Source: an optimization exercise on an open RTL-to-GDS flow (aim: small area, a short achievable clock period and few clock cycles). Production flows keep margins and buffers that such runs may drop. No functional check of the RTL was part of any run shown here. The clock port is modelled as an ideal driver; clocking choices that lean on that would not hold on a real chip. Power figures rest on the tool's default switching activity, not on a simulated workload.

[design/flow/design.v]
`default_nettype none
package fixed_arith_pkg;
  localparam int FIX_W  = 16;
  localparam int FRAC_W = 8;
  localparam int PROD_W = 32;  
  localparam logic [31:0] REG_OP_A      = 32'h00;
  localparam logic [31:0] REG_OP_B      = 32'h04;
  localparam logic [31:0] REG_SUM       = 32'h08;
  localparam logic [31:0] REG_PROD      = 32'h0C;
  localparam logic [31:0] REG_PROD_FULL = 32'h10;
  localparam logic [1:0] RESP_OKAY = 2'b00;
  typedef logic [FIX_W-1:0] fix_t;
  typedef struct packed {
    fix_t a;  
    fix_t b;  
  } fix_operands_t;
  typedef struct packed {
    fix_t sum;
    logic overflow;  
  } add_result_t;
  typedef struct packed {
    logic [PROD_W-1:0] full;
    fix_t              product;  
    logic              overflow;
    logic              precision_lost;
  } mul_result_t;
endpackage
`default_nettype wire
`default_nettype none
`timescale 1ns/10ps
module fixed_add_unit
(
  input  logic [fixed_arith_pkg::FIX_W-1:0] a,
  input  logic [fixed_arith_pkg::FIX_W-1:0] b,
  output fixed_arith_pkg::add_result_t      add_res
);
  assign {add_res.overflow, add_res.sum} = {1'b0, a} + {1'b0, b};
endmodule
`default_nettype wire
`default_nettype none
`timescale 1ns/10ps
module fixed_mul_unit
(
  input  logic        clk,
  input  logic [15:0] a,
  input  logic [15:0] b,
  input  logic [7:0]  bone,   
  input  logic [7:0]  btwo,   
  output logic [31:0] p,
  output logic        ovf,   
  output logic        prec   
);
  logic bo0, bt0, bn0, bp0_0, bp0_1, bp0_2, bp0_3, bp0_4, bp0_5, bp0_6;
  logic bp0_7, bp0_8, bp0_9, bp0_10, bp0_11, bp0_12, bp0_13, bp0_14, bp0_15, bp0_16;
  logic bs0, bo1, bt1, bn1, bp1_0, bp1_1, bp1_2, bp1_3, bp1_4, bp1_5;
  logic bp1_6, bp1_7, bp1_8, bp1_9, bp1_10, bp1_11, bp1_12, bp1_13, bp1_14, bp1_15;
  logic bp1_16, bs1, bo2, bt2, bn2, bp2_0, bp2_1, bp2_2, bp2_3, bp2_4;
  logic bp2_5, bp2_6, bp2_7, bp2_8, bp2_9, bp2_10, bp2_11, bp2_12, bp2_13, bp2_14;
  logic bp2_15, bp2_16, bs2, bo3, bt3, bn3, bp3_0, bp3_1, bp3_2, bp3_3;
  logic bp3_4, bp3_5, bp3_6, bp3_7, bp3_8, bp3_9, bp3_10, bp3_11, bp3_12, bp3_13;
  logic bp3_14, bp3_15, bp3_16, bs3, bo4, bt4, bn4, bp4_0, bp4_1, bp4_2;
  logic bp4_3, bp4_4, bp4_5, bp4_6, bp4_7, bp4_8, bp4_9, bp4_10, bp4_11, bp4_12;
  logic bp4_13, bp4_14, bp4_15, bp4_16, bs4, bo5, bt5, bn5, bp5_0, bp5_1;
  logic bp5_2, bp5_3, bp5_4, bp5_5, bp5_6, bp5_7, bp5_8, bp5_9, bp5_10, bp5_11;
  logic bp5_12, bp5_13, bp5_14, bp5_15, bp5_16, bs5, bo6, bt6, bn6, bp6_0;
  logic bp6_1, bp6_2, bp6_3, bp6_4, bp6_5, bp6_6, bp6_7, bp6_8, bp6_9, bp6_10;
  logic bp6_11, bp6_12, bp6_13, bp6_14, bp6_15, bp6_16, bs6, bo7, bt7, bn7;
  logic bp7_0, bp7_1, bp7_2, bp7_3, bp7_4, bp7_5, bp7_6, bp7_7, bp7_8, bp7_9;
  logic bp7_10, bp7_11, bp7_12, bp7_13, bp7_14, bp7_15, bp7_16, bs7, bp8_0, bp8_1;
  logic bp8_2, bp8_3, bp8_4, bp8_5, bp8_6, bp8_7, bp8_8, bp8_9, bp8_10, bp8_11;
  logic bp8_12, bp8_13, bp8_14, bp8_15, hs0, hc0, hs1, hc1, fs0, fc0;
  logic hs2, hc2, fs1, fc1, hs3, hc3, fs2, fc2, fs3, fc3;
  logic hs4, hc4, fs4, fc4, fs5, fc5, hs5, hc5, fs6, fc6;
  logic fs7, fc7, fs8, fc8, fs9, fc9, fs10, fc10, fs11, fc11;
  logic fs12, fc12, fs13, fc13, fs14, fc14, fs15, fc15, fs16, fc16;
  logic fs17, fc17, fs18, fc18, fs19, fc19, hs6, hc6, fs20, fc20;
  logic fs21, fc21, fs22, fc22, hs7, hc7, fs23, fc23, hs8, hc8;
  logic hs9, hc9, hs10, hc10, fs24, fc24, hs11, hc11, fs25, fc25;
  logic hs12, hc12, fs26, fc26, fs27, fc27, fs28, fc28, fs29, fc29;
  logic fs30, fc30, fs31, fc31, fs32, fc32, fs33, fc33, fs34, fc34;
  logic fs35, fc35, fs36, fc36, fs37, fc37, fs38, fc38, fs39, fc39;
  logic fs40, fc40, fs41, fc41, fs42, fc42, fs43, fc43, fs44, fc44;
  logic fs45, fc45, fs46, fc46, fs47, fc47, fs48, fc48, fs49, fc49;
  logic fs50, fc50, fs51, fc51, fs52, fc52, fs53, fc53, fs54, fc54;
  logic fs55, fc55, fs56, fc56, fs57, fc57, fs58, fc58, hs13, hc13;
  logic fs59, fc59, hs14, hc14, hs15, hc15, hs16, hc16, fs60, fc60;
  logic fs61, fc61, fs62, fc62, fs63, fc63, fs64, fc64, fs65, fc65;
  logic fs66, fc66, fs67, fc67, fs68, fc68, fs69, fc69, fs70, fc70;
  logic fs71, fc71, fs72, fc72, fs73, fc73, fs74, fc74, fs75, fc75;
  logic fs76, fc76, fs77, fc77, fs78, fc78, fs79, fc79, fs80, fc80;
  logic fs81, fc81, fs82, fc82, fs83, fc83, hs17, hc17, hs18, hc18;
  logic hs19, hc19, fs84, fc84, fs85, fc85, fs86, fc86, fs87, fc87;
  logic fs88, fc88, fs89, fc89, fs90, fc90, fs91, fc91, fs92, fc92;
  logic fs93, fc93, fs94, fc94, fs95, fc95, fs96, fc96, fs97, fc97;
  logic fs98, fc98, fs99, fc99, fs100, fc100, fs101, fc101, fs102, fc102;
  logic fs103, fc103, fs104, fc104, fs105, fc105, fs106, fc106, fs107, fc107;
  logic fs108, fc108, fs109, fc109, fs110, fc110, fs111, fc111;
  logic [31:0] r0_q;
  logic [31:0] r1_q;
  logic [31:0] x, y;
  assign bo0 = bone[0];
  assign bt0 = btwo[0];
  assign bn0 = b[1];
  assign bp0_0 = ((bo0 & a[0])) ^ bn0;
  assign bp0_1 = ((bo0 & a[1]) | (bt0 & a[0])) ^ bn0;
  assign bp0_2 = ((bo0 & a[2]) | (bt0 & a[1])) ^ bn0;
  assign bp0_3 = ((bo0 & a[3]) | (bt0 & a[2])) ^ bn0;
  assign bp0_4 = ((bo0 & a[4]) | (bt0 & a[3])) ^ bn0;
  assign bp0_5 = ((bo0 & a[5]) | (bt0 & a[4])) ^ bn0;
  assign bp0_6 = ((bo0 & a[6]) | (bt0 & a[5])) ^ bn0;
  assign bp0_7 = ((bo0 & a[7]) | (bt0 & a[6])) ^ bn0;
  assign bp0_8 = ((bo0 & a[8]) | (bt0 & a[7])) ^ bn0;
  assign bp0_9 = ((bo0 & a[9]) | (bt0 & a[8])) ^ bn0;
  assign bp0_10 = ((bo0 & a[10]) | (bt0 & a[9])) ^ bn0;
  assign bp0_11 = ((bo0 & a[11]) | (bt0 & a[10])) ^ bn0;
  assign bp0_12 = ((bo0 & a[12]) | (bt0 & a[11])) ^ bn0;
  assign bp0_13 = ((bo0 & a[13]) | (bt0 & a[12])) ^ bn0;
  assign bp0_14 = ((bo0 & a[14]) | (bt0 & a[13])) ^ bn0;
  assign bp0_15 = ((bo0 & a[15]) | (bt0 & a[14])) ^ bn0;
  assign bp0_16 = ((bt0 & a[15])) ^ bn0;
  assign bs0 = ~bn0;
  assign bo1 = bone[1];
  assign bt1 = btwo[1];
  assign bn1 = b[3];
  assign bp1_0 = ((bo1 & a[0])) ^ bn1;
  assign bp1_1 = ((bo1 & a[1]) | (bt1 & a[0])) ^ bn1;
  assign bp1_2 = ((bo1 & a[2]) | (bt1 & a[1])) ^ bn1;
  assign bp1_3 = ((bo1 & a[3]) | (bt1 & a[2])) ^ bn1;
  assign bp1_4 = ((bo1 & a[4]) | (bt1 & a[3])) ^ bn1;
  assign bp1_5 = ((bo1 & a[5]) | (bt1 & a[4])) ^ bn1;
  assign bp1_6 = ((bo1 & a[6]) | (bt1 & a[5])) ^ bn1;
  assign bp1_7 = ((bo1 & a[7]) | (bt1 & a[6])) ^ bn1;
  assign bp1_8 = ((bo1 & a[8]) | (bt1 & a[7])) ^ bn1;
  assign bp1_9 = ((bo1 & a[9]) | (bt1 & a[8])) ^ bn1;
  assign bp1_10 = ((bo1 & a[10]) | (bt1 & a[9])) ^ bn1;
  assign bp1_11 = ((bo1 & a[11]) | (bt1 & a[10])) ^ bn1;
  assign bp1_12 = ((bo1 & a[12]) | (bt1 & a[11])) ^ bn1;
  assign bp1_13 = ((bo1 & a[13]) | (bt1 & a[12])) ^ bn1;
  assign bp1_14 = ((bo1 & a[14]) | (bt1 & a[13])) ^ bn1;
  assign bp1_15 = ((bo1 & a[15]) | (bt1 & a[14])) ^ bn1;
  assign bp1_16 = ((bt1 & a[15])) ^ bn1;
  assign bs1 = ~bn1;
  assign bo2 = bone[2];
  assign bt2 = btwo[2];
  assign bn2 = b[5];
  assign bp2_0 = ((bo2 & a[0])) ^ bn2;
  assign bp2_1 = ((bo2 & a[1]) | (bt2 & a[0])) ^ bn2;
  assign bp2_2 = ((bo2 & a[2]) | (bt2 & a[1])) ^ bn2;
  assign bp2_3 = ((bo2 & a[3]) | (bt2 & a[2])) ^ bn2;
  assign bp2_4 = ((bo2 & a[4]) | (bt2 & a[3])) ^ bn2;
  assign bp2_5 = ((bo2 & a[5]) | (bt2 & a[4])) ^ bn2;
  assign bp2_6 = ((bo2 & a[6]) | (bt2 & a[5])) ^ bn2;
  assign bp2_7 = ((bo2 & a[7]) | (bt2 & a[6])) ^ bn2;
  assign bp2_8 = ((bo2 & a[8]) | (bt2 & a[7])) ^ bn2;
  assign bp2_9 = ((bo2 & a[9]) | (bt2 & a[8])) ^ bn2;
  assign bp2_10 = ((bo2 & a[10]) | (bt2 & a[9])) ^ bn2;
  assign bp2_11 = ((bo2 & a[11]) | (bt2 & a[10])) ^ bn2;
  assign bp2_12 = ((bo2 & a[12]) | (bt2 & a[11])) ^ bn2;
  assign bp2_13 = ((bo2 & a[13]) | (bt2 & a[12])) ^ bn2;
  assign bp2_14 = ((bo2 & a[14]) | (bt2 & a[13])) ^ bn2;
  assign bp2_15 = ((bo2 & a[15]) | (bt2 & a[14])) ^ bn2;
  assign bp2_16 = ((bt2 & a[15])) ^ bn2;
  assign bs2 = ~bn2;
  assign bo3 = bone[3];
  assign bt3 = btwo[3];
  assign bn3 = b[7];
  assign bp3_0 = ((bo3 & a[0])) ^ bn3;
  assign bp3_1 = ((bo3 & a[1]) | (bt3 & a[0])) ^ bn3;
  assign bp3_2 = ((bo3 & a[2]) | (bt3 & a[1])) ^ bn3;
  assign bp3_3 = ((bo3 & a[3]) | (bt3 & a[2])) ^ bn3;
  assign bp3_4 = ((bo3 & a[4]) | (bt3 & a[3])) ^ bn3;
  assign bp3_5 = ((bo3 & a[5]) | (bt3 & a[4])) ^ bn3;
  assign bp3_6 = ((bo3 & a[6]) | (bt3 & a[5])) ^ bn3;
  assign bp3_7 = ((bo3 & a[7]) | (bt3 & a[6])) ^ bn3;
  assign bp3_8 = ((bo3 & a[8]) | (bt3 & a[7])) ^ bn3;
  assign bp3_9 = ((bo3 & a[9]) | (bt3 & a[8])) ^ bn3;
  assign bp3_10 = ((bo3 & a[10]) | (bt3 & a[9])) ^ bn3;
  assign bp3_11 = ((bo3 & a[11]) | (bt3 & a[10])) ^ bn3;
  assign bp3_12 = ((bo3 & a[12]) | (bt3 & a[11])) ^ bn3;
  assign bp3_13 = ((bo3 & a[13]) | (bt3 & a[12])) ^ bn3;
  assign bp3_14 = ((bo3 & a[14]) | (bt3 & a[13])) ^ bn3;
  assign bp3_15 = ((bo3 & a[15]) | (bt3 & a[14])) ^ bn3;
  assign bp3_16 = ((bt3 & a[15])) ^ bn3;
  assign bs3 = ~bn3;
  assign bo4 = bone[4];
  assign bt4 = btwo[4];
  assign bn4 = b[9];
  assign bp4_0 = ((bo4 & a[0])) ^ bn4;
  assign bp4_1 = ((bo4 & a[1]) | (bt4 & a[0])) ^ bn4;
  assign bp4_2 = ((bo4 & a[2]) | (bt4 & a[1])) ^ bn4;
  assign bp4_3 = ((bo4 & a[3]) | (bt4 & a[2])) ^ bn4;
  assign bp4_4 = ((bo4 & a[4]) | (bt4 & a[3])) ^ bn4;
  assign bp4_5 = ((bo4 & a[5]) | (bt4 & a[4])) ^ bn4;
  assign bp4_6 = ((bo4 & a[6]) | (bt4 & a[5])) ^ bn4;
  assign bp4_7 = ((bo4 & a[7]) | (bt4 & a[6])) ^ bn4;
  assign bp4_8 = ((bo4 & a[8]) | (bt4 & a[7])) ^ bn4;
  assign bp4_9 = ((bo4 & a[9]) | (bt4 & a[8])) ^ bn4;
  assign bp4_10 = ((bo4 & a[10]) | (bt4 & a[9])) ^ bn4;
  assign bp4_11 = ((bo4 & a[11]) | (bt4 & a[10])) ^ bn4;
  assign bp4_12 = ((bo4 & a[12]) | (bt4 & a[11])) ^ bn4;
  assign bp4_13 = ((bo4 & a[13]) | (bt4 & a[12])) ^ bn4;
  assign bp4_14 = ((bo4 & a[14]) | (bt4 & a[13])) ^ bn4;
  assign bp4_15 = ((bo4 & a[15]) | (bt4 & a[14])) ^ bn4;
  assign bp4_16 = ((bt4 & a[15])) ^ bn4;
  assign bs4 = ~bn4;
  assign bo5 = bone[5];
  assign bt5 = btwo[5];
  assign bn5 = b[11];
  assign bp5_0 = ((bo5 & a[0])) ^ bn5;
  assign bp5_1 = ((bo5 & a[1]) | (bt5 & a[0])) ^ bn5;
  assign bp5_2 = ((bo5 & a[2]) | (bt5 & a[1])) ^ bn5;
  assign bp5_3 = ((bo5 & a[3]) | (bt5 & a[2])) ^ bn5;
  assign bp5_4 = ((bo5 & a[4]) | (bt5 & a[3])) ^ bn5;
  assign bp5_5 = ((bo5 & a[5]) | (bt5 & a[4])) ^ bn5;
  assign bp5_6 = ((bo5 & a[6]) | (bt5 & a[5])) ^ bn5;
  assign bp5_7 = ((bo5 & a[7]) | (bt5 & a[6])) ^ bn5;
  assign bp5_8 = ((bo5 & a[8]) | (bt5 & a[7])) ^ bn5;
  assign bp5_9 = ((bo5 & a[9]) | (bt5 & a[8])) ^ bn5;
  assign bp5_10 = ((bo5 & a[10]) | (bt5 & a[9])) ^ bn5;
  assign bp5_11 = ((bo5 & a[11]) | (bt5 & a[10])) ^ bn5;
  assign bp5_12 = ((bo5 & a[12]) | (bt5 & a[11])) ^ bn5;
  assign bp5_13 = ((bo5 & a[13]) | (bt5 & a[12])) ^ bn5;
  assign bp5_14 = ((bo5 & a[14]) | (bt5 & a[13])) ^ bn5;
  assign bp5_15 = ((bo5 & a[15]) | (bt5 & a[14])) ^ bn5;
  assign bp5_16 = ((bt5 & a[15])) ^ bn5;
  assign bs5 = ~bn5;
  assign bo6 = bone[6];
  assign bt6 = btwo[6];
  assign bn6 = b[13];
  assign bp6_0 = ((bo6 & a[0])) ^ bn6;
  assign bp6_1 = ((bo6 & a[1]) | (bt6 & a[0])) ^ bn6;
  assign bp6_2 = ((bo6 & a[2]) | (bt6 & a[1])) ^ bn6;
  assign bp6_3 = ((bo6 & a[3]) | (bt6 & a[2])) ^ bn6;
  assign bp6_4 = ((bo6 & a[4]) | (bt6 & a[3])) ^ bn6;
  assign bp6_5 = ((bo6 & a[5]) | (bt6 & a[4])) ^ bn6;
  assign bp6_6 = ((bo6 & a[6]) | (bt6 & a[5])) ^ bn6;
  assign bp6_7 = ((bo6 & a[7]) | (bt6 & a[6])) ^ bn6;
  assign bp6_8 = ((bo6 & a[8]) | (bt6 & a[7])) ^ bn6;
  assign bp6_9 = ((bo6 & a[9]) | (bt6 & a[8])) ^ bn6;
  assign bp6_10 = ((bo6 & a[10]) | (bt6 & a[9])) ^ bn6;
  assign bp6_11 = ((bo6 & a[11]) | (bt6 & a[10])) ^ bn6;
  assign bp6_12 = ((bo6 & a[12]) | (bt6 & a[11])) ^ bn6;
  assign bp6_13 = ((bo6 & a[13]) | (bt6 & a[12])) ^ bn6;
  assign bp6_14 = ((bo6 & a[14]) | (bt6 & a[13])) ^ bn6;
  assign bp6_15 = ((bo6 & a[15]) | (bt6 & a[14])) ^ bn6;
  assign bp6_16 = ((bt6 & a[15])) ^ bn6;
  assign bs6 = ~bn6;
  assign bo7 = bone[7];
  assign bt7 = btwo[7];
  assign bn7 = b[15];
  assign bp7_0 = ((bo7 & a[0])) ^ bn7;
  assign bp7_1 = ((bo7 & a[1]) | (bt7 & a[0])) ^ bn7;
  assign bp7_2 = ((bo7 & a[2]) | (bt7 & a[1])) ^ bn7;
  assign bp7_3 = ((bo7 & a[3]) | (bt7 & a[2])) ^ bn7;
  assign bp7_4 = ((bo7 & a[4]) | (bt7 & a[3])) ^ bn7;
  assign bp7_5 = ((bo7 & a[5]) | (bt7 & a[4])) ^ bn7;
  assign bp7_6 = ((bo7 & a[6]) | (bt7 & a[5])) ^ bn7;
  assign bp7_7 = ((bo7 & a[7]) | (bt7 & a[6])) ^ bn7;
  assign bp7_8 = ((bo7 & a[8]) | (bt7 & a[7])) ^ bn7;
  assign bp7_9 = ((bo7 & a[9]) | (bt7 & a[8])) ^ bn7;
  assign bp7_10 = ((bo7 & a[10]) | (bt7 & a[9])) ^ bn7;
  assign bp7_11 = ((bo7 & a[11]) | (bt7 & a[10])) ^ bn7;
  assign bp7_12 = ((bo7 & a[12]) | (bt7 & a[11])) ^ bn7;
  assign bp7_13 = ((bo7 & a[13]) | (bt7 & a[12])) ^ bn7;
  assign bp7_14 = ((bo7 & a[14]) | (bt7 & a[13])) ^ bn7;
  assign bp7_15 = ((bo7 & a[15]) | (bt7 & a[14])) ^ bn7;
  assign bp7_16 = ((bt7 & a[15])) ^ bn7;
  assign bs7 = ~bn7;
  assign bp8_0 = a[0] & b[15];
  assign bp8_1 = a[1] & b[15];
  assign bp8_2 = a[2] & b[15];
  assign bp8_3 = a[3] & b[15];
  assign bp8_4 = a[4] & b[15];
  assign bp8_5 = a[5] & b[15];
  assign bp8_6 = a[6] & b[15];
  assign bp8_7 = a[7] & b[15];
  assign bp8_8 = a[8] & b[15];
  assign bp8_9 = a[9] & b[15];
  assign bp8_10 = a[10] & b[15];
  assign bp8_11 = a[11] & b[15];
  assign bp8_12 = a[12] & b[15];
  assign bp8_13 = a[13] & b[15];
  assign bp8_14 = a[14] & b[15];
  assign bp8_15 = a[15] & b[15];
  assign hs0 = bn5 ^ bp0_10;
  assign hc0 = bn5 & bp0_10;
  assign hs1 = bp0_11 ^ bp1_9;
  assign hc1 = bp0_11 & bp1_9;
  fixed_fa u_fs0 (.x(bn6), .y(bp0_12), .z(bp1_10), .s(fs0), .c(fc0));
  assign hs2 = bp2_8 ^ bp3_6;
  assign hc2 = bp2_8 & bp3_6;
  fixed_fa u_fs1 (.x(bp0_13), .y(bp1_11), .z(bp2_9), .s(fs1), .c(fc1));
  assign hs3 = bp3_7 ^ bp4_5;
  assign hc3 = bp3_7 & bp4_5;
  fixed_fa u_fs2 (.x(bn7), .y(bp0_14), .z(bp1_12), .s(fs2), .c(fc2));
  fixed_fa u_fs3 (.x(bp2_10), .y(bp3_8), .z(bp4_6), .s(fs3), .c(fc3));
  assign hs4 = bp5_4 ^ bp6_2;
  assign hc4 = bp5_4 & bp6_2;
  fixed_fa u_fs4 (.x(bp0_15), .y(bp1_13), .z(bp2_11), .s(fs4), .c(fc4));
  fixed_fa u_fs5 (.x(bp3_9), .y(bp4_7), .z(bp5_5), .s(fs5), .c(fc5));
  assign hs5 = bp6_3 ^ bp7_1;
  assign hc5 = bp6_3 & bp7_1;
  fixed_fa u_fs6 (.x(bp8_0), .y(bp0_16), .z(bp1_14), .s(fs6), .c(fc6));
  fixed_fa u_fs7 (.x(bp2_12), .y(bp3_10), .z(bp4_8), .s(fs7), .c(fc7));
  fixed_fa u_fs8 (.x(bp5_6), .y(bp6_4), .z(bp7_2), .s(fs8), .c(fc8));
  fixed_fa u_fs9 (.x(bn0), .y(bp8_1), .z(bp1_15), .s(fs9), .c(fc9));
  fixed_fa u_fs10 (.x(bp2_13), .y(bp3_11), .z(bp4_9), .s(fs10), .c(fc10));
  fixed_fa u_fs11 (.x(bp5_7), .y(bp6_5), .z(bp7_3), .s(fs11), .c(fc11));
  fixed_fa u_fs12 (.x(bn0), .y(bp8_2), .z(bp1_16), .s(fs12), .c(fc12));
  fixed_fa u_fs13 (.x(bp2_14), .y(bp3_12), .z(bp4_10), .s(fs13), .c(fc13));
  fixed_fa u_fs14 (.x(bp5_8), .y(bp6_6), .z(bp7_4), .s(fs14), .c(fc14));
  fixed_fa u_fs15 (.x(bs0), .y(bs1), .z(bp8_3), .s(fs15), .c(fc15));
  fixed_fa u_fs16 (.x(bp2_15), .y(bp3_13), .z(bp4_11), .s(fs16), .c(fc16));
  fixed_fa u_fs17 (.x(bp5_9), .y(bp6_7), .z(bp7_5), .s(fs17), .c(fc17));
  fixed_fa u_fs18 (.x(1'b1), .y(bp8_4), .z(bp2_16), .s(fs18), .c(fc18));
  fixed_fa u_fs19 (.x(bp3_14), .y(bp4_12), .z(bp5_10), .s(fs19), .c(fc19));
  assign hs6 = bp6_8 ^ bp7_6;
  assign hc6 = bp6_8 & bp7_6;
  fixed_fa u_fs20 (.x(bs2), .y(bp8_5), .z(bp3_15), .s(fs20), .c(fc20));
  fixed_fa u_fs21 (.x(bp4_13), .y(bp5_11), .z(bp6_9), .s(fs21), .c(fc21));
  fixed_fa u_fs22 (.x(1'b1), .y(bp8_6), .z(bp3_16), .s(fs22), .c(fc22));
  assign hs7 = bp4_14 ^ bp5_12;
  assign hc7 = bp4_14 & bp5_12;
  fixed_fa u_fs23 (.x(bs3), .y(bp8_7), .z(bp4_15), .s(fs23), .c(fc23));
  assign hs8 = 1'b1 ^ bp8_8;
  assign hc8 = 1'b1 & bp8_8;
  assign hs9 = bn3 ^ bp0_6;
  assign hc9 = bn3 & bp0_6;
  assign hs10 = bp0_7 ^ bp1_5;
  assign hc10 = bp0_7 & bp1_5;
  fixed_fa u_fs24 (.x(bn4), .y(bp0_8), .z(bp1_6), .s(fs24), .c(fc24));
  assign hs11 = bp2_4 ^ bp3_2;
  assign hc11 = bp2_4 & bp3_2;
  fixed_fa u_fs25 (.x(bp0_9), .y(bp1_7), .z(bp2_5), .s(fs25), .c(fc25));
  assign hs12 = bp3_3 ^ bp4_1;
  assign hc12 = bp3_3 & bp4_1;
  fixed_fa u_fs26 (.x(bp1_8), .y(bp2_6), .z(bp3_4), .s(fs26), .c(fc26));
  fixed_fa u_fs27 (.x(bp4_2), .y(bp5_0), .z(hs0), .s(fs27), .c(fc27));
  fixed_fa u_fs28 (.x(bp2_7), .y(bp3_5), .z(bp4_3), .s(fs28), .c(fc28));
  fixed_fa u_fs29 (.x(bp5_1), .y(hc0), .z(hs1), .s(fs29), .c(fc29));
  fixed_fa u_fs30 (.x(bp4_4), .y(bp5_2), .z(bp6_0), .s(fs30), .c(fc30));
  fixed_fa u_fs31 (.x(hc1), .y(hs2), .z(fs0), .s(fs31), .c(fc31));
  fixed_fa u_fs32 (.x(bp5_3), .y(bp6_1), .z(hc2), .s(fs32), .c(fc32));
  fixed_fa u_fs33 (.x(hs3), .y(fc0), .z(fs1), .s(fs33), .c(fc33));
  fixed_fa u_fs34 (.x(bp7_0), .y(hc3), .z(hs4), .s(fs34), .c(fc34));
  fixed_fa u_fs35 (.x(fc1), .y(fs2), .z(fs3), .s(fs35), .c(fc35));
  fixed_fa u_fs36 (.x(hc4), .y(hs5), .z(fc2), .s(fs36), .c(fc36));
  fixed_fa u_fs37 (.x(fc3), .y(fs4), .z(fs5), .s(fs37), .c(fc37));
  fixed_fa u_fs38 (.x(hc5), .y(fc4), .z(fc5), .s(fs38), .c(fc38));
  fixed_fa u_fs39 (.x(fs6), .y(fs7), .z(fs8), .s(fs39), .c(fc39));
  fixed_fa u_fs40 (.x(fc6), .y(fc7), .z(fc8), .s(fs40), .c(fc40));
  fixed_fa u_fs41 (.x(fs9), .y(fs10), .z(fs11), .s(fs41), .c(fc41));
  fixed_fa u_fs42 (.x(fc9), .y(fc10), .z(fc11), .s(fs42), .c(fc42));
  fixed_fa u_fs43 (.x(fs12), .y(fs13), .z(fs14), .s(fs43), .c(fc43));
  fixed_fa u_fs44 (.x(fs15), .y(fc12), .z(fc13), .s(fs44), .c(fc44));
  fixed_fa u_fs45 (.x(fc14), .y(fs16), .z(fs17), .s(fs45), .c(fc45));
  fixed_fa u_fs46 (.x(fc15), .y(hs6), .z(fc16), .s(fs46), .c(fc46));
  fixed_fa u_fs47 (.x(fc17), .y(fs18), .z(fs19), .s(fs47), .c(fc47));
  fixed_fa u_fs48 (.x(bp7_7), .y(hc6), .z(fc18), .s(fs48), .c(fc48));
  fixed_fa u_fs49 (.x(fc19), .y(fs20), .z(fs21), .s(fs49), .c(fc49));
  fixed_fa u_fs50 (.x(bp6_10), .y(bp7_8), .z(hs7), .s(fs50), .c(fc50));
  fixed_fa u_fs51 (.x(fc20), .y(fc21), .z(fs22), .s(fs51), .c(fc51));
  fixed_fa u_fs52 (.x(bp5_13), .y(bp6_11), .z(bp7_9), .s(fs52), .c(fc52));
  fixed_fa u_fs53 (.x(hc7), .y(fc22), .z(fs23), .s(fs53), .c(fc53));
  fixed_fa u_fs54 (.x(hs8), .y(bp4_16), .z(bp5_14), .s(fs54), .c(fc54));
  fixed_fa u_fs55 (.x(bp6_12), .y(bp7_10), .z(fc23), .s(fs55), .c(fc55));
  fixed_fa u_fs56 (.x(bs4), .y(bp8_9), .z(hc8), .s(fs56), .c(fc56));
  fixed_fa u_fs57 (.x(bp5_15), .y(bp6_13), .z(bp7_11), .s(fs57), .c(fc57));
  fixed_fa u_fs58 (.x(1'b1), .y(bp8_10), .z(bp5_16), .s(fs58), .c(fc58));
  assign hs13 = bp6_14 ^ bp7_12;
  assign hc13 = bp6_14 & bp7_12;
  fixed_fa u_fs59 (.x(bs5), .y(bp8_11), .z(bp6_15), .s(fs59), .c(fc59));
  assign hs14 = 1'b1 ^ bp8_12;
  assign hc14 = 1'b1 & bp8_12;
  assign hs15 = bn2 ^ bp0_4;
  assign hc15 = bn2 & bp0_4;
  assign hs16 = bp0_5 ^ bp1_3;
  assign hc16 = bp0_5 & bp1_3;
  fixed_fa u_fs60 (.x(bp1_4), .y(bp2_2), .z(bp3_0), .s(fs60), .c(fc60));
  fixed_fa u_fs61 (.x(bp2_3), .y(bp3_1), .z(hc9), .s(fs61), .c(fc61));
  fixed_fa u_fs62 (.x(bp4_0), .y(hc10), .z(hs11), .s(fs62), .c(fc62));
  fixed_fa u_fs63 (.x(hc11), .y(hs12), .z(fc24), .s(fs63), .c(fc63));
  fixed_fa u_fs64 (.x(hc12), .y(fc25), .z(fs26), .s(fs64), .c(fc64));
  fixed_fa u_fs65 (.x(fc26), .y(fs28), .z(fc27), .s(fs65), .c(fc65));
  fixed_fa u_fs66 (.x(fc28), .y(fs30), .z(fc29), .s(fs66), .c(fc66));
  fixed_fa u_fs67 (.x(fc30), .y(fs32), .z(fc31), .s(fs67), .c(fc67));
  fixed_fa u_fs68 (.x(fc32), .y(fs34), .z(fc33), .s(fs68), .c(fc68));
  fixed_fa u_fs69 (.x(fc34), .y(fc35), .z(fs36), .s(fs69), .c(fc69));
  fixed_fa u_fs70 (.x(fc36), .y(fc37), .z(fs38), .s(fs70), .c(fc70));
  fixed_fa u_fs71 (.x(fc38), .y(fc39), .z(fs40), .s(fs71), .c(fc71));
  fixed_fa u_fs72 (.x(fc40), .y(fc41), .z(fs42), .s(fs72), .c(fc72));
  fixed_fa u_fs73 (.x(fc42), .y(fc43), .z(fs44), .s(fs73), .c(fc73));
  fixed_fa u_fs74 (.x(fc44), .y(fc45), .z(fs46), .s(fs74), .c(fc74));
  fixed_fa u_fs75 (.x(fc46), .y(fc47), .z(fs48), .s(fs75), .c(fc75));
  fixed_fa u_fs76 (.x(fs50), .y(fc48), .z(fc49), .s(fs76), .c(fc76));
  fixed_fa u_fs77 (.x(fs52), .y(fc50), .z(fc51), .s(fs77), .c(fc77));
  fixed_fa u_fs78 (.x(fc52), .y(fs54), .z(fc53), .s(fs78), .c(fc78));
  fixed_fa u_fs79 (.x(fs56), .y(fc54), .z(fs57), .s(fs79), .c(fc79));
  fixed_fa u_fs80 (.x(fc56), .y(hs13), .z(fc57), .s(fs80), .c(fc80));
  fixed_fa u_fs81 (.x(bp7_13), .y(hc13), .z(fc58), .s(fs81), .c(fc81));
  fixed_fa u_fs82 (.x(hs14), .y(bp6_16), .z(bp7_14), .s(fs82), .c(fc82));
  fixed_fa u_fs83 (.x(bs6), .y(bp8_13), .z(hc14), .s(fs83), .c(fc83));
  assign hs17 = 1'b1 ^ bp8_14;
  assign hc17 = 1'b1 & bp8_14;
  assign hs18 = bn1 ^ bp0_2;
  assign hc18 = bn1 & bp0_2;
  assign hs19 = bp0_3 ^ bp1_1;
  assign hc19 = bp0_3 & bp1_1;
  fixed_fa u_fs84 (.x(bp1_2), .y(bp2_0), .z(hs15), .s(fs84), .c(fc84));
  fixed_fa u_fs85 (.x(bp2_1), .y(hc15), .z(hs16), .s(fs85), .c(fc85));
  fixed_fa u_fs86 (.x(hc16), .y(hs9), .z(fs60), .s(fs86), .c(fc86));
  fixed_fa u_fs87 (.x(hs10), .y(fc60), .z(fs61), .s(fs87), .c(fc87));
  fixed_fa u_fs88 (.x(fs24), .y(fc61), .z(fs62), .s(fs88), .c(fc88));
  fixed_fa u_fs89 (.x(fs25), .y(fc62), .z(fs63), .s(fs89), .c(fc89));
  fixed_fa u_fs90 (.x(fs27), .y(fc63), .z(fs64), .s(fs90), .c(fc90));
  fixed_fa u_fs91 (.x(fs29), .y(fc64), .z(fs65), .s(fs91), .c(fc91));
  fixed_fa u_fs92 (.x(fs31), .y(fc65), .z(fs66), .s(fs92), .c(fc92));
  fixed_fa u_fs93 (.x(fs33), .y(fc66), .z(fs67), .s(fs93), .c(fc93));
  fixed_fa u_fs94 (.x(fs35), .y(fc67), .z(fs68), .s(fs94), .c(fc94));
  fixed_fa u_fs95 (.x(fs37), .y(fc68), .z(fs69), .s(fs95), .c(fc95));
  fixed_fa u_fs96 (.x(fs39), .y(fc69), .z(fs70), .s(fs96), .c(fc96));
  fixed_fa u_fs97 (.x(fs41), .y(fc70), .z(fs71), .s(fs97), .c(fc97));
  fixed_fa u_fs98 (.x(fs43), .y(fc71), .z(fs72), .s(fs98), .c(fc98));
  fixed_fa u_fs99 (.x(fs45), .y(fc72), .z(fs73), .s(fs99), .c(fc99));
  fixed_fa u_fs100 (.x(fs47), .y(fc73), .z(fs74), .s(fs100), .c(fc100));
  fixed_fa u_fs101 (.x(fs49), .y(fc74), .z(fs75), .s(fs101), .c(fc101));
  fixed_fa u_fs102 (.x(fs51), .y(fc75), .z(fs76), .s(fs102), .c(fc102));
  fixed_fa u_fs103 (.x(fs53), .y(fc76), .z(fs77), .s(fs103), .c(fc103));
  fixed_fa u_fs104 (.x(fs55), .y(fc77), .z(fs78), .s(fs104), .c(fc104));
  fixed_fa u_fs105 (.x(fc55), .y(fs79), .z(fc78), .s(fs105), .c(fc105));
  fixed_fa u_fs106 (.x(fs58), .y(fc79), .z(fs80), .s(fs106), .c(fc106));
  fixed_fa u_fs107 (.x(fs59), .y(fc80), .z(fs81), .s(fs107), .c(fc107));
  fixed_fa u_fs108 (.x(fc59), .y(fs82), .z(fc81), .s(fs108), .c(fc108));
  fixed_fa u_fs109 (.x(bp7_15), .y(fs83), .z(fc82), .s(fs109), .c(fc109));
  fixed_fa u_fs110 (.x(hs17), .y(bp7_16), .z(fc83), .s(fs110), .c(fc110));
  fixed_fa u_fs111 (.x(bs7), .y(bp8_15), .z(hc17), .s(fs111), .c(fc111));
  always_ff @(posedge clk)
  begin
    r0_q[0] <= bn0;
    r1_q[0] <= bp0_0;
    r0_q[1] <= bp0_1;
    r0_q[2] <= bp1_0;
    r1_q[2] <= hs18;
    r0_q[3] <= hc18;
    r1_q[3] <= hs19;
    r0_q[4] <= hc19;
    r1_q[4] <= fs84;
    r0_q[5] <= fc84;
    r1_q[5] <= fs85;
    r0_q[6] <= fc85;
    r1_q[6] <= fs86;
    r0_q[7] <= fc86;
    r1_q[7] <= fs87;
    r0_q[8] <= fc87;
    r1_q[8] <= fs88;
    r0_q[9] <= fc88;
    r1_q[9] <= fs89;
    r0_q[10] <= fc89;
    r1_q[10] <= fs90;
    r0_q[11] <= fc90;
    r1_q[11] <= fs91;
    r0_q[12] <= fc91;
    r1_q[12] <= fs92;
    r0_q[13] <= fc92;
    r1_q[13] <= fs93;
    r0_q[14] <= fc93;
    r1_q[14] <= fs94;
    r0_q[15] <= fc94;
    r1_q[15] <= fs95;
    r0_q[16] <= fc95;
    r1_q[16] <= fs96;
    r0_q[17] <= fc96;
    r1_q[17] <= fs97;
    r0_q[18] <= fc97;
    r1_q[18] <= fs98;
    r0_q[19] <= fc98;
    r1_q[19] <= fs99;
    r0_q[20] <= fc99;
    r1_q[20] <= fs100;
    r0_q[21] <= fc100;
    r1_q[21] <= fs101;
    r0_q[22] <= fc101;
    r1_q[22] <= fs102;
    r0_q[23] <= fc102;
    r1_q[23] <= fs103;
    r0_q[24] <= fc103;
    r1_q[24] <= fs104;
    r0_q[25] <= fc104;
    r1_q[25] <= fs105;
    r0_q[26] <= fs106;
    r1_q[26] <= fc105;
    r0_q[27] <= fc106;
    r1_q[27] <= fs107;
    r0_q[28] <= fc107;
    r1_q[28] <= fs108;
    r0_q[29] <= fs109;
    r1_q[29] <= fc108;
    r0_q[30] <= fs110;
    r1_q[30] <= fc109;
    r0_q[31] <= fs111;
    r1_q[31] <= fc110;
  end
  assign r1_q[1] = 1'b0;
  assign x[0] = r0_q[0];
  assign y[0] = r1_q[0];
  assign x[1] = r0_q[1];
  assign y[1] = 1'b0;
  assign x[2] = r0_q[2];
  assign y[2] = r1_q[2];
  assign x[3] = r0_q[3];
  assign y[3] = r1_q[3];
  assign x[4] = r0_q[4];
  assign y[4] = r1_q[4];
  assign x[5] = r0_q[5];
  assign y[5] = r1_q[5];
  assign x[6] = r0_q[6];
  assign y[6] = r1_q[6];
  assign x[7] = r0_q[7];
  assign y[7] = r1_q[7];
  assign x[8] = r0_q[8];
  assign y[8] = r1_q[8];
  assign x[9] = r0_q[9];
  assign y[9] = r1_q[9];
  assign x[10] = r0_q[10];
  assign y[10] = r1_q[10];
  assign x[11] = r0_q[11];
  assign y[11] = r1_q[11];
  assign x[12] = r0_q[12];
  assign y[12] = r1_q[12];
  assign x[13] = r0_q[13];
  assign y[13] = r1_q[13];
  assign x[14] = r0_q[14];
  assign y[14] = r1_q[14];
  assign x[15] = r0_q[15];
  assign y[15] = r1_q[15];
  assign x[16] = r0_q[16];
  assign y[16] = r1_q[16];
  assign x[17] = r0_q[17];
  assign y[17] = r1_q[17];
  assign x[18] = r0_q[18];
  assign y[18] = r1_q[18];
  assign x[19] = r0_q[19];
  assign y[19] = r1_q[19];
  assign x[20] = r0_q[20];
  assign y[20] = r1_q[20];
  assign x[21] = r0_q[21];
  assign y[21] = r1_q[21];
  assign x[22] = r0_q[22];
  assign y[22] = r1_q[22];
  assign x[23] = r0_q[23];
  assign y[23] = r1_q[23];
  assign x[24] = r0_q[24];
  assign y[24] = r1_q[24];
  assign x[25] = r0_q[25];
  assign y[25] = r1_q[25];
  assign x[26] = r0_q[26];
  assign y[26] = r1_q[26];
  assign x[27] = r0_q[27];
  assign y[27] = r1_q[27];
  assign x[28] = r0_q[28];
  assign y[28] = r1_q[28];
  assign x[29] = r0_q[29];
  assign y[29] = r1_q[29];
  assign x[30] = r0_q[30];
  assign y[30] = r1_q[30];
  assign x[31] = r0_q[31];
  assign y[31] = r1_q[31];
  logic [7:0]  z;
  assign p = x + y;
  assign z[0] = p[24];
  assign z[7:1] = (x[31:25] ^ y[31:25]) ^ (x[30:24] | y[30:24]);
  assign ovf  = |z;
  assign prec = |p[7:0];
endmodule
`default_nettype wire
`default_nettype none
module fixed_fa
(
  input  logic x,
  input  logic y,
  input  logic z,
  output logic s,
  output logic c
);
  assign s = x ^ y ^ z;
  assign c = (x & y) | (x & z) | (y & z);
endmodule
`default_nettype wire
`default_nettype none
`timescale 1ns/10ps
module axil_fixed_regs
#(
  parameter int ADDR_W = 5
)
(
  input  logic              clk,
  input  logic              rst_n,
  input  logic [ADDR_W-1:0] awaddr,
  input  logic              awvalid,
  output logic              awready,
  input  logic [31:0]       wdata,
  input  logic [3:0]        wstrb,
  input  logic              wvalid,
  output logic              wready,
  output logic [1:0]        bresp,
  output logic              bvalid,
  input  logic              bready,
  input  logic [ADDR_W-1:0] araddr,
  input  logic              arvalid,
  output logic              arready,
  output logic [31:0]       rdata,
  output logic [1:0]        rresp,
  output logic              rvalid,
  input  logic              rready,
  output fixed_arith_pkg::fix_operands_t operands,
  output logic [7:0]        b_one,      
  output logic [7:0]        b_two,      
  input  fixed_arith_pkg::add_result_t   add_res,
  input  logic [fixed_arith_pkg::PROD_W-1:0] prod,
  input  logic              prod_ovf,   
  input  logic              prod_prec   
);
  logic        wr_fire;
  logic        wr_op_a;
  logic        wr_op_b;
  logic        wr_op_q;
  logic        wr_b_lo;
  logic        wr_b_hi;
  logic [15:0] b_next;
  logic [16:0] bw;        
  logic [16:0] bn;        
  logic [7:0]  one_w;
  logic [7:0]  two_w;
  logic        one_n4;
  logic        two_n4;
  logic        rd_fire;
  logic [31:0] rd_map;
  assign awready = ~bvalid;
  assign wready  = ~bvalid;
  assign wr_fire = awvalid & wvalid & ~bvalid;
  assign wr_op_a = wr_fire & (awaddr[ADDR_W-1:2] == fixed_arith_pkg::REG_OP_A[ADDR_W-1:2]);
  assign wr_op_b = wr_fire & (awaddr[ADDR_W-1:2] == fixed_arith_pkg::REG_OP_B[ADDR_W-1:2]);
  assign bresp   = fixed_arith_pkg::RESP_OKAY;
  assign wr_b_lo = wr_op_b & wstrb[0];
  assign wr_b_hi = wr_op_b & wstrb[1];
  assign b_next  = {wr_b_hi ? wdata[15:8] : operands.b[15:8], wr_b_lo ? wdata[7:0] : operands.b[7:0]};
  assign bw      = {wdata[15:0], 1'b0};
  assign bn      = {b_next, 1'b0};
  always_comb
  begin
    for (int k = 0; k < 8; k++)
    begin
      one_w[k] = bw[2*k+1] ^ bw[2*k];
      two_w[k] = bw[2*k+2] ? ~(bw[2*k+1] | bw[2*k]) : (bw[2*k+1] & bw[2*k]);
    end
  end
  assign one_n4 = bn[9] ^ bn[8];
  assign two_n4 = bn[10] ? ~(bn[9] | bn[8]) : (bn[9] & bn[8]);
  always_ff @(posedge clk or negedge rst_n)
  begin
    if (!rst_n)
    begin
      bvalid   <= 1'b0;
      wr_op_q  <= 1'b0;
      operands <= '0;
      b_one    <= '0;
      b_two    <= '0;
    end
    else
    begin
      if (wr_fire)
        bvalid <= 1'b1;
      else if (bready)
        bvalid <= 1'b0;
      wr_op_q <= wr_op_a | wr_op_b;
      if (wr_op_a & wstrb[0]) operands.a[7:0]  <= wdata[7:0];
      if (wr_op_a & wstrb[1]) operands.a[15:8] <= wdata[15:8];
      if (wr_op_b & wstrb[0]) operands.b[7:0]  <= wdata[7:0];
      if (wr_op_b & wstrb[1]) operands.b[15:8] <= wdata[15:8];
      if (wr_b_lo)
      begin
        b_one[3:0] <= one_w[3:0];
        b_two[3:0] <= two_w[3:0];
      end
      if (wr_b_hi)
      begin
        b_one[7:5] <= one_w[7:5];
        b_two[7:5] <= two_w[7:5];
      end
      if (wr_b_lo | wr_b_hi)
      begin
        b_one[4] <= one_n4;
        b_two[4] <= two_n4;
      end
    end
  end
  assign arready = ~rvalid & ~wr_op_q;
  assign rd_fire = arvalid & arready;
  assign rresp   = fixed_arith_pkg::RESP_OKAY;
  always_comb
  begin
    case (araddr[ADDR_W-1:2])
      3'd2:    rd_map = {15'd0, add_res.overflow, add_res.sum};
      3'd3:    rd_map = {14'd0, prod_prec, prod_ovf, prod[23:8]};
      3'd4:    rd_map = prod;
      default: rd_map = 32'd0;  
    endcase
  end
  always_ff @(posedge clk or negedge rst_n)
  begin
    if (!rst_n)
      rvalid <= 1'b0;
    else if (rd_fire)
      rvalid <= 1'b1;
    else if (rready)
      rvalid <= 1'b0;
  end
  always_ff @(posedge clk)
  begin
    if (rd_fire)
      rdata <= rd_map;  
  end
endmodule
`default_nettype wire
`default_nettype none
`timescale 1ns/10ps
module fixed_arith_top
#(
  parameter int ADDR_W = 5
)
(
  input  logic              clk,
  input  logic              rst_n,
  input  logic [ADDR_W-1:0] awaddr,
  input  logic              awvalid,
  output logic              awready,
  input  logic [31:0]       wdata,
  input  logic [3:0]        wstrb,
  input  logic              wvalid,
  output logic              wready,
  output logic [1:0]        bresp,
  output logic              bvalid,
  input  logic              bready,
  input  logic [ADDR_W-1:0] araddr,
  input  logic              arvalid,
  output logic              arready,
  output logic [31:0]       rdata,
  output logic [1:0]        rresp,
  output logic              rvalid,
  input  logic              rready
);
  fixed_arith_pkg::fix_operands_t     operands;
  fixed_arith_pkg::add_result_t       add_res;
  logic [fixed_arith_pkg::PROD_W-1:0] prod;
  logic                               prod_ovf;
  logic [7:0]                         b_one;
  logic [7:0]                         b_two;
  logic                               prod_prec;
  axil_fixed_regs #(
    .ADDR_W (ADDR_W)
  ) u_regs (
    .clk       (clk),
    .rst_n     (rst_n),
    .awaddr    (awaddr),
    .awvalid   (awvalid),
    .awready   (awready),
    .wdata     (wdata),
    .wstrb     (wstrb),
    .wvalid    (wvalid),
    .wready    (wready),
    .bresp     (bresp),
    .bvalid    (bvalid),
    .bready    (bready),
    .araddr    (araddr),
    .arvalid   (arvalid),
    .arready   (arready),
    .rdata     (rdata),
    .rresp     (rresp),
    .rvalid    (rvalid),
    .rready    (rready),
    .operands  (operands),
    .b_one     (b_one),
    .b_two     (b_two),
    .add_res   (add_res),
    .prod      (prod),
    .prod_ovf  (prod_ovf),
    .prod_prec (prod_prec)
  );
  fixed_add_unit u_add (
    .a       (operands.a),
    .b       (operands.b),
    .add_res (add_res)
  );
  fixed_mul_unit u_mul (
    .clk (clk),
    .a   (operands.a),
    .b    (operands.b),
    .bone (b_one),
    .btwo (b_two),
    .p    (prod),
    .ovf  (prod_ovf),
    .prec (prod_prec)
  );
endmodule
`default_nettype wire
[design/flow/run.sh]
#!/bin/bash
# synth_recipe.tcl (not shown) runs the flow's synth.tcl, then flattens the netlist and writes it again
# the make line also repeats each setting of config.mk as NAME=value (left out here)
make -C /OpenROAD-flow-scripts/flow DESIGN_CONFIG=/design/flow/config.mk WORK_HOME=/design/flow/orfs CLKGATE_MAP_FILE= SYNTH_SCRIPT=/design/flow/synth_recipe.tcl finish
[design/flow/config.mk]
export PLATFORM = sky130hd
export DESIGN_NAME = fixed_arith_top
export DESIGN_NICKNAME = fixed_arith_top
export VERILOG_FILES = /design/flow/design.v
export SDC_FILE = /design/flow/constraint.sdc
export NUM_CORES = 4
export LEC_CHECK = 0
export ABC_CLOCK_PERIOD_IN_PS = 2800
export CAP_MARGIN = 20
export CORE_MARGIN = 2
export CORE_UTILIZATION = 40
export SETUP_SLACK_MARGIN = 2.7
export SLEW_MARGIN = 20
export SYNTH_HIERARCHICAL = 1
export SYNTH_MINIMUM_KEEP_SIZE = 0
[design/flow/constraint.sdc]
create_clock -name core_clock -period 5.5 [get_ports {clk}]
set_input_delay 1.1000 -clock core_clock [delete_from_list [all_inputs] [get_ports {clk}]]
set_output_delay 1.1000 -clock core_clock [all_outputs]
set_load 0.01 [all_outputs]
==> results of run 1 <==
cell usage after synthesis, drive strengths merged, types with 6 or more instances:
library cell and number:
nand4 7, nand3 12, mux2 32, dfrtp 50
fa 113, xnor2 165, inv 48, edfxtp 32
a21oi 34, o21ai 57, o21bai 9, clkbuf 93
a22oi 120, mux2i 21, nor3 9, ha 83
nand2 73, a211oi 6, xor2 17, a21o 25
and2 32, and3 13, dfxtp 63, nor2 12
buf 21
cells by family after synthesis:
logic type | count (synthesis)
compound gates | 305
xor+xnor | 182
fa+ha+maj | 196
buf+inv | 162
flops | 145
mux | 53
other cells | 2
simple gates | 187
power by group:
group,internal [W],switching [W]
logic,0.00278,0.00324
registers,0.00153,0.000293
clock network,0.000591,0.000523
per-module statistics from Yosys, one instance, submodules excluded, excerpt:
module / area [um2] / copies in the design
fixed_add_unit: 855.8 / 1
fixed_fa: 20.02 / 112
fixed_mul_unit: 5968 / 1
worst min-delay path: stages (launching register included):
cell	delay, ps
dfrtp_1	340
nand2_1	50
o21ai_0	60
layout make-up:
class	instances	area (um2)	share of cell area [%]
multi-input cells	932	9562	58.29
clock inverters	15	123.9	0.7552
diodes	1	2.502	0.01526
repair buffers	214	2017	12.30
well taps	402	503.0	3.066
inverters	48	180.2	1.098
clock buffers	17	425.4	2.593
flip-flops and latches	145	3590	21.88
worst paths after layout:
path                                      from                  end  slack [ps]
hold reg to reg            u_regs.operands[11]  u_regs.operands[11]         480
max in group asynchronous                rst_n      u_regs.b_one[1]        4200
setup / recovery           u_regs.operands[30]       u_mul.r1_q[20]        2410
setup reg to reg           u_regs.operands[30]       u_mul.r1_q[20]        2410
min in group asynchronous                rst_n  u_regs.operands[30]         770
hold / removal             u_regs.operands[11]  u_regs.operands[11]         480
per-layer routing:
metal,part of all wire (%),global-route usage (%)
met5,0,0
met2,45,34.52
met1,44,30.52
met3,8.0,5.149
met4,2.7,7.226
flip-flops by register name (all words and copies together), names as in the netlist:
name and flops:
u_mul.r0_q 32, u_regs.rdata 32, u_mul.r1_q 31, u_regs.operands 31
u_regs.b_one 8, u_regs.b_two 8, u_regs.bvalid 1, u_regs.rvalid 1
u_regs.wr_op_q 1
stage by stage:
| step | cell area, um2 | worst slack [ps] |
|---|---|---|
| detailed placement | 13940 | 1974 |
| global route | 16400 | 2353 |
| global placement | 13940 | 1980 |
| floorplan | 13790 | 2592 |
| finish | 16400 | 2405 |
| CTS | 15610 | 2485 |
timing repair:
item | in CTS | in global routing
pin swaps | 50 | 64
cloned | 0 | 3
setup buffers | 90 | 39
hold endpoints to repair | 0 | 0
gates resized for setup | 122 | 100
setup endpoints to repair | 51 | 60
==> metrics.cfg, run 1 <==
[yosys]
synth_fa_ha_area_share_pct = 25.93
synthSimpleGateAreaFrac_pct = 7.715
yosysTopAreaCell = fa_1
muxShareOfSynthArea_pct = 4.511
synth_warnings = 9
synth_area_um2 = 12730
synth-xor-area-share_pct = 12.52
synth_ff_type = dfxtp_1
synth_cells = 1232
synth-compound-area-share_pct = 16.88
synth_top_area_share_pct = 17.77
ys_seq_area_share_pct = 27.28
synth.avg_cell_area_um2 = 10.33
yosys_register_bits = 145
ys_top_cells_by_area = fa_1, xnor2_1, dfxtp_1
synth_edf_count = 32
ys_async_sr_fraction_pct = 34.48
synth_top_family_by_area = adder cells
synth_cell_types = 77

[die]
initial_core_util_pct = 40.45
ios = 94
std_cell_rows = 65
die-area_um2 = 33270
core_um2 = 31470
die_h_um = 182.4
die_width_um = 182.4

[timing]
hold_ws_ps = 479.3
skew_ps = 17.86
final_max_slew_viol_count = 0
setup_viol = 0
finalSetupTns_ps = 0
max_freq_mhz = 323.1
fin_crit_ps = 3095
fin_crit_sh_pct = 56.27
hold_viol = 0
rsz0062_at_grt = yes
worst_pin_slew_ps = 1057
max-slew-margin-rel_pct = 29.42

[grt]
grt-ovfl-total = 0
grtUsageTotal_pct = 22.16
grt_pass1_vias = 10170
grt_first_pass_wirelength_mm = 57.41
grt_start_max_net_pins = 51
antenna_found_initial = 1

[detailed_routing]
wire_per_inst_um = 21.42
dr.pass1.iters = 5
remaining_drc_errors = 0
ant_nets = 0
post_drt_via_cell_ratio = 5.699
wirelength_mm = 37.99
drt_iter0_markers = 880
num_vias = 10110

[cts]
clock-sinks = 145
cts_tree = built
cts_root_buf = clkbuf_16
path_clk_slew_ps = 70
htreeDepth = 4
clock_path_buffers = 2
tritoncts.num_buffers = 17
ctsHoldBuffers = 0
insertion_delay_ps = 430

[worst_hold_path]
hp-class = flop to flop
hold_path_depth = 2

[worst_setup_path]
crit_type = flop to flop
path_buf_inv = 2
cp_cell_sequence = buf_12 > buf_4 > a22oi_2 > xnor2_2 > fa_2 > fa_2 > fa_2 > fa_2
crit_top_cell = fa_2
worst_setup_path_start_kind = flop
path_delay_family = adder cells
cp.arrival_ps = 3460
cp_max_fo = 4
cp_slowest_cell = fa_2
crit_cells = 8
critPathRequiredTime_ps = 5860
rr_worst_depth = 8
cp-end-kind = flop
slowest_delay_ps = 570

[final_layout]
final_cells = 1774
final_cell_mix = xnor2_1, buf_4, nand2_1, ha_1, a22oi_2
final_core_util_pct = 52.12
nFillCells = 2738
layout-drive-gt1-share_pct = 31.51
nNetsFinal = 1607
mostFrequentLayoutCell = xnor2_1
syn_to_final_growth_pct = 28.84

[job]
cap_violations = 0

[power]
vdd_drop_max_mv = 0.3071
power.total_w = 0.008951
power_density_nw_per_um2 = 545.7
p_leak_nw = 6.767

[place]
gp_congestion = 0.8406
dp.final_hpwl_mm = 23.60
port-buffer-count = 67
dpl.cell_count = 1609

[status]
status = complete, no violations

==> run 2, diff against run 1 <==
--- a/design/flow/design.v
+++ b/design/flow/design.v
@@ -718,6 +718,6 @@
   always_ff @(posedge clk)
   begin
-    if (rd_fire)
-      rdata <= rd_map;  
+    if (!rvalid)
+      rdata <= rd_map;
   end
 endmodule
==> design/flow/flow/run.sh (new file) <==
#!/bin/bash
# The standard layout with two changes:
#  - the smallest plain buffer on each port, in place of the delay buffer
#    ORFS's buffer_ports picks by default;
#  - after CTS, useful clock skew between the multiplier's pipeline stages
#    (flow/skew.tcl): the operand and control registers get their clock early,
#    the rest (carry-save and rdata registers) late. Then the standard flow goes on from global routing.
set -euo pipefail
here=$(pwd)
res=$here/orfs/results/sky130hd/fixed_arith_top/base
bufs="BUFFER_PORTS_ARGS=-buffer_cell sky130_fd_sc_hd__buf_1"
source flow/skew.env
bash standard.sh "$bufs" SETUP_SLACK_MARGIN=$MARGIN_CTS cts > standard_cts.log 2>&1
cp $res/4_cts.odb $here/4_cts_noskew.odb
ODB_IN=$here/4_cts_noskew.odb SDC_IN=$res/4_cts.sdc ODB_OUT=$res/4_cts.odb \
  openroad -no_init -exit flow/skew.tcl > skew.log 2>&1
rm -f $here/4_cts_noskew.odb
bash standard.sh "$bufs" SETUP_SLACK_MARGIN=$MARGIN_ROUTE finish > standard_finish.log 2>&1
==> design/flow/flow/skew.env (new file) <==
# settings of flow/run.sh and flow/skew.tcl
export MARGIN_CTS=2.2
export MARGIN_ROUTE=3.0
export CLK_NET=clk
export GROUP_SPECS='{early {u_regs.operands* u_regs.b_one* u_regs.b_two*} sky130_fd_sc_hd__clkbuf_16 2} {ctrl {u_regs.rvalid* u_regs.bvalid* u_regs.wr_op_q*} sky130_fd_sc_hd__clkbuf_2 1}'
export ROOT_CHAIN=3
export ROOT_BUF=sky130_fd_sc_hd__clkbuf_4
==> design/flow/flow/skew.tcl (new file) <==
# Useful skew for the multiplier's two pipeline stages, added to the clock
# tree that CTS built (4_cts.odb), before global routing:
#   - the operand registers (A, B and B's Booth digits), which launch stage
#     one, and the control registers take their clock from buffers of their
#     own on the clock port's net, ahead of the CTS tree;
set plat $::env(FLOW_HOME)/platforms/sky130hd
read_lef $plat/lef/sky130_fd_sc_hd.tlef
read_lef $plat/lef/sky130_fd_sc_hd_merged.lef
read_liberty $plat/lib/sky130_fd_sc_hd__tt_025C_1v80.lib
read_db $::env(ODB_IN)
read_sdc $::env(SDC_IN)
source $plat/setRC.tcl
set_propagated_clock [all_clocks]
estimate_parasitics -placement
puts "=== before"
report_worst_slack -max
report_worst_slack -min
report_checks -path_delay max -format end -group_path_count 6

set db [ord::get_db]
set block [ord::get_db_block]

proc by_x {a b} { expr {[lindex [$a getLocation] 0] - [lindex [$b getLocation] 0]} }

proc centroid {insts} {
  set sx 0; set sy 0
  foreach i $insts { set loc [$i getLocation]; set sx [expr {$sx + [lindex $loc 0]}]; set sy [expr {$sy + [lindex $loc 1]}] }
  return [list [expr {$sx / [llength $insts]}] [expr {$sy / [llength $insts]}]]
}

proc matches {name pats} {
  foreach p $pats { if {[string match $p $name]} { return 1 } }
  return 0
}

proc regs_matching {block pats} {
  set out {}
  foreach inst [$block getInsts] {
    if {![matches [$inst getName] $pats]} { continue }
    set it [$inst findITerm CLK]
    if {$it == "NULL" || $it == ""} { continue }
    lappend out $inst
  }
  return $out
}

proc add_buf {block master name drvnet x y} {
  set buf [odb::dbInst_create $block $master $name]
  $buf setLocation $x $y
  $buf setPlacementStatus PLACED
  set net [odb::dbNet_create $block "${name}_clk"]
  $net setSigType CLOCK
  [$buf findITerm A] connect $drvnet
  [$buf findITerm X] connect $net
  return $net
}

proc move_clk {insts net} {
  foreach i $insts {
    set it [$i findITerm CLK]
    $it disconnect
    $it connect $net
  }
}

set clknet [$block findNet $::env(CLK_NET)]

# registers moved off the CTS tree onto buffers of their own on the port's net.
# GROUP_SPECS is a list of {name patterns buffer count}.
foreach spec $::env(GROUP_SPECS) {
  lassign $spec gname pats bufname n
  set regs [lsort -command by_x [regs_matching $block $pats]]
  set per [expr {int(ceil(double([llength $regs]) / $n))}]
  for {set g 0} {$g < $n} {incr g} {
    set grp [lrange $regs [expr {$g * $per}] [expr {($g + 1) * $per - 1}]]
    if {[llength $grp] == 0} { continue }
    lassign [centroid $grp] x y
    set net [add_buf $block [$db findMaster $bufname] "skew_${gname}_$g" $clknet $x $y]
    move_clk $grp $net
    puts "$gname group $g: [llength $grp] registers"
  }
}

# CTS buffers left without loads are removed, repeatedly up the tree
set removed 1
while {$removed} {
  set removed 0
  foreach inst [$block getInsts] {
    if {![string match "clkbuf_*" [$inst getName]] && ![string match "clkload*" [$inst getName]]} { continue }
    set x [$inst findITerm X]
    if {$x == "NULL" || $x == ""} { continue }
    set net [$x getNet]
    if {$net == "NULL" || $net == ""} { continue }
    if {[llength [$net getITerms]] <= 1 && [llength [$net getBTerms]] == 0} {
      puts "removing [$inst getName], which drives nothing"
      [$inst findITerm A] disconnect
      $x disconnect
      odb::dbNet_destroy $net
      odb::dbInst_destroy $inst
      set removed 1
    }
  }
}

# chain of buffers in front of the CTS root
set roots {}
foreach it [$clknet getITerms] {
  set inst [$it getInst]
  if {[string match "skew_*" [$inst getName]]} { continue }
  lappend roots $inst
}
puts "CTS roots on [$clknet getName]: [lmap r $roots {$r getName}]"
if {$::env(ROOT_CHAIN) > 0} {
  set r [lindex $roots 0]
  lassign [$r getLocation] x y
  set drv $clknet
  for {set c 0} {$c < $::env(ROOT_CHAIN)} {incr c} {
    set drv [add_buf $block [$db findMaster $::env(ROOT_BUF)] "skew_root_$c" $drv $x $y]
  }
  foreach r $roots {
    set it [$r findITerm A]
    $it disconnect
    $it connect $drv
  }
}

global_connect
detailed_placement
check_placement
estimate_parasitics -placement
puts "=== after"
report_worst_slack -max
report_worst_slack -min
report_checks -path_delay max -format end -group_path_count 6
report_clock_skew
set worst 0
foreach pin [get_pins -hier */CLK] {
  set s [get_property $pin slew_max]
  if {$s > $worst} { set worst $s; set wp [get_full_name $pin] }
}
puts "worst clk pin slew $worst at $wp"
write_db $::env(ODB_OUT)
==> design/flow/standard.sh (new file) <==
#!/bin/bash
# synth_recipe.tcl (not shown) runs the flow's synth.tcl, then flattens the netlist and writes it again
# the make line also repeats each setting of config.mk as NAME=value (left out here)
make -C /OpenROAD-flow-scripts/flow DESIGN_CONFIG=/design/flow/config.mk WORK_HOME=/design/flow/orfs CLKGATE_MAP_FILE= SYNTH_SCRIPT=/design/flow/synth_recipe.tcl "${@:-finish}"
--- a/design/flow/config.mk
+++ b/design/flow/config.mk
@@ -6,9 +6,9 @@
 export NUM_CORES = 4
 export LEC_CHECK = 0
-export ABC_CLOCK_PERIOD_IN_PS = 2800
 export CAP_MARGIN = 20
 export CORE_MARGIN = 2
-export CORE_UTILIZATION = 40
-export SETUP_SLACK_MARGIN = 2.7
+export CORE_UTILIZATION = 65
+export CTS_BUF_LIST = sky130_fd_sc_hd__clkbuf_8
+export SETUP_SLACK_MARGIN = 2.5
 export SLEW_MARGIN = 20
 export SYNTH_HIERARCHICAL = 1
removed: design/flow/run.sh
==> run 2 against run 1 <==
Net effect: still clean; via count up 1.4%; non-clock buffer count down 36; sequential share of layout area up 2.4 points; highest routed layer unchanged.
==> metrics.cfg, run 2 <==
[worst_setup_path]
cp.arrival_ps = 3200
critPathRequiredTime_ps = 6040
cp-end-kind = flop
worst_setup_path_start_kind = flop
crit_type = flop to flop
cp_max_fo = 4

[yosys]
ys_seq_area_share_pct = 27.19
ys_async_sr_fraction_pct = 34.48
ys_top_cells_by_area = fa_1, xnor2_1, dfxtp_1
synth.avg_cell_area_um2 = 10.23
synth_ff_type = dfxtp_1
synth_cells = 1249
synth_edf_count = 32
netlist_top_cells_count = xnor2_1, a22oi_1, fa_1
synth_warnings = 9
yosysMostFrequentCell = xnor2_1
yosysTopAreaCell = fa_1
synth_top_area_share_pct = 17.71
yosys_register_bits = 145
synth_area_um2 = 12780
synth_cell_types = 76

[timing]
hold_ws_ps = 163.4
fin_crit_ps = 2654
hold_viol = 0
rsz0062_at_grt = yes
max_freq_mhz = 376.9
setup_viol = 0
final_max_slew_viol_count = 0
finalSetupTns_ps = 0
skew_ps = 719.4
max-slew-margin-rel_pct = 56.62
worst_pin_slew_ps = 634.3
fin_crit_sh_pct = 48.25

[final_layout]
nFillCells = 1317
diodes = 0
syn_to_final_growth_pct = 15.99
reg_top3 = u_mul.r0_q: 32 flops, u_regs.rdata: 32 flops
nNetsFinal = 1584
mostFrequentLayoutCell = xnor2_1
layout-drive-gt1-share_pct = 22.40
final_cell_mix = xnor2_1, a22oi_1, fa_1
final_core_util_pct = 76.39

[cts]
cts_tree = built
clock_path_buffers = 2
htreeDepth = 4
path_clk_slew_ps = 100
insertion_delay_ps = 820
clock-sinks = 145
tritoncts.num_buffers = 17
ctsHoldBuffers = 0
cts_root_buf = clkbuf_8

[place]
port-buffer-count = 67
dp.final_hpwl_mm = 22.34
gp_congestion = 0.9076

[detailed_routing]
wirelength_mm = 35.03
post_drt_via_cell_ratio = 6.358
wire_per_inst_um = 21.72
drt_iter0_markers = 935
num_vias = 10260
ant_nets = 0
dr.pass1.iters = 5
remaining_drc_errors = 0

[die]
core_um2 = 19400
ios = 94
die_width_um = 144.2
initial_core_util_pct = 65.86
die_h_um = 144.2
std_cell_rows = 51
die-area_um2 = 20790

[grt]
grt_pass1_vias = 9419
grtUsageTotal_pct = 32.18
grt_start_max_net_pins = 51
grt_first_pass_wirelength_mm = 50.69
grt-ovfl-total = 0
antenna_found_initial = 0

[power]
vdd_drop_max_mv = 0.4359
power_density_nw_per_um2 = 573.7
p_leak_nw = 6.167
power.total_w = 0.008502

[worst_hold_path]
hp-class = flop to flop

[job]
cap_violations = 0

[status]
status = complete, no violations

==> run 2: timing repair <==
action / in CTS / in global routing
resized for setup: 27 / 151
endpoints found under the hold margin: 0 / 0
pin swaps: 0 / 41
setup buffers: 0 / 88
endpoints found under the setup margin: 24 / 64
==> run 2: layout make-up <==
cell class / instances / area (um2) / share of cell area [%]
multi-input combinational: 946 / 9153 / 61.76
sequential: 145 / 3595 / 24.26
timing repair buffer: 172 / 1104 / 7.447
tap: 265 / 331.6 / 2.237
clock buffer: 16 / 220.2 / 1.486
inverter: 48 / 180.2 / 1.216
clock inverter: 15 / 158.9 / 1.072
buffer: 6 / 77.57 / 0.5235
==> run 2: through the flow <==
step / cell area [um2] / std cells / setup WS (ps)
final: 14820 / 1613 / 2847
after global placement: 13030 / 1488 / 2041
after global routing: 14820 / 1613 / 2784
after floorplan: 12810 / 1254 / 2232
after CTS: 13460 / 1520 / 2186
after detailed placement: 13030 / 1488 / 1969
==> run 2: Yosys stat by module (local to each module, per instance), a selection <==
module,cell area (um2),cells inside
fixed_mul_unit,5968,724
fixed_add_unit,855.8,110
fixed_fa,20.02,1
==> run 2: final timing paths <==
check	startpoint	to	slack, ps	cells after the start
setup / recovery	u_mul.r0_q[0]	u_regs.rdata[16]	2850	11
hold / removal	u_regs.rvalid	u_regs.rdata[8]	160	2
setup reg to reg	u_mul.r0_q[0]	u_regs.rdata[16]	2850	11
hold reg to reg	u_regs.rvalid	u_regs.rdata[8]	160	2
max in group asynchronous	rst_n	u_regs.wr_op_q	3960	2
min in group asynchronous	rst_n	u_regs.operands[15]	1030	2
==> run 2: power breakdown <==
part | leakage, nW | switching (W) | total (W) | internal [W]
logic | 4.47 | 0.00301 | 0.00555 | 0.00254
clock network | 0.234 | 0.000472 | 0.000959 | 0.000487
registers | 1.47 | 0.000419 | 0.00199 | 0.00157
total | 6.17 | 0.00390 | 0.00850 | 0.00460
==> run 2: cell families after synthesis <==
group	synth area share, %
buf+inv	5.151
other cells	0.05878
mux	3.917
xor+xnor	12.41
simple gates	8.168
flops	27.19
fa+ha+maj	25.83
compound gates	17.28
==> run 2: worst max-delay path: stages (launching register included) <==
cell and delay (ps):
dfxtp_1 310, ha_1 200, ha_2 200, a211oi_2 270, o21ai_2 110, a21oi_4 200, o21ai_2 110, a21oi_2 150
xnor2_1 110, or3_4 410, mux2i_2 190, o21ai_1 120
==> run 2: metal layers <==
| layer | vias up | wire length (um) | GRT usage [%] |
|---|---|---|---|
| li1 | 4553 | - | - |
| met1 | 5041 | 14780 | 45.23 |
| met2 | 580 | 16120 | 49.65 |
| met3 | 82 | 3208 | 6.788 |
| met4 | 0 | 926 | 11.50 |
| met5 | - | 0 | 0 |

-- static timing again, ports no longer ideal --
Ports are ideal in the flow. The routed layouts listed here were re-timed in OpenROAD.
Step 1 sets driving cells, clkbuf_16 on the clock port and buf_2 on the other inputs (assumed; they add their load-dependent delay and slew).
Step 2, shift: input delay + t, output delay - t, t = (earliest + latest rising clock arrival at the registers) / 2. This alone moves slack from input paths to output paths.
Three values: ideal ports, drivers, drivers and shift; two values: the first two.
run | t, ns | slack for setup (ns) | worst hold slack (ns) | worst setup path at the end | clock arrival spread, ns | slew at the worst register clock pin (ns)
run 1 | 0.477 | 2.405 / 2.405 / 2.315 | 0.479 / 0.479 / 0.479 | input to register | 0.018 / 0.018 | 0.08 / 0.08
run 2 | 0.537 | 2.847 / 2.847 / 2.724 | 0.163 / 0.162 / 0.162 | input to register | 0.720 / 0.721 | 0.10 / 0.10
Clock arrivals are far apart in run 2, so t is only a midpoint there and step 2 fits no single register. The setup slack of run 2, which loses most, moves by 0.000 ns with the drivers and by -0.123 ns with both steps.
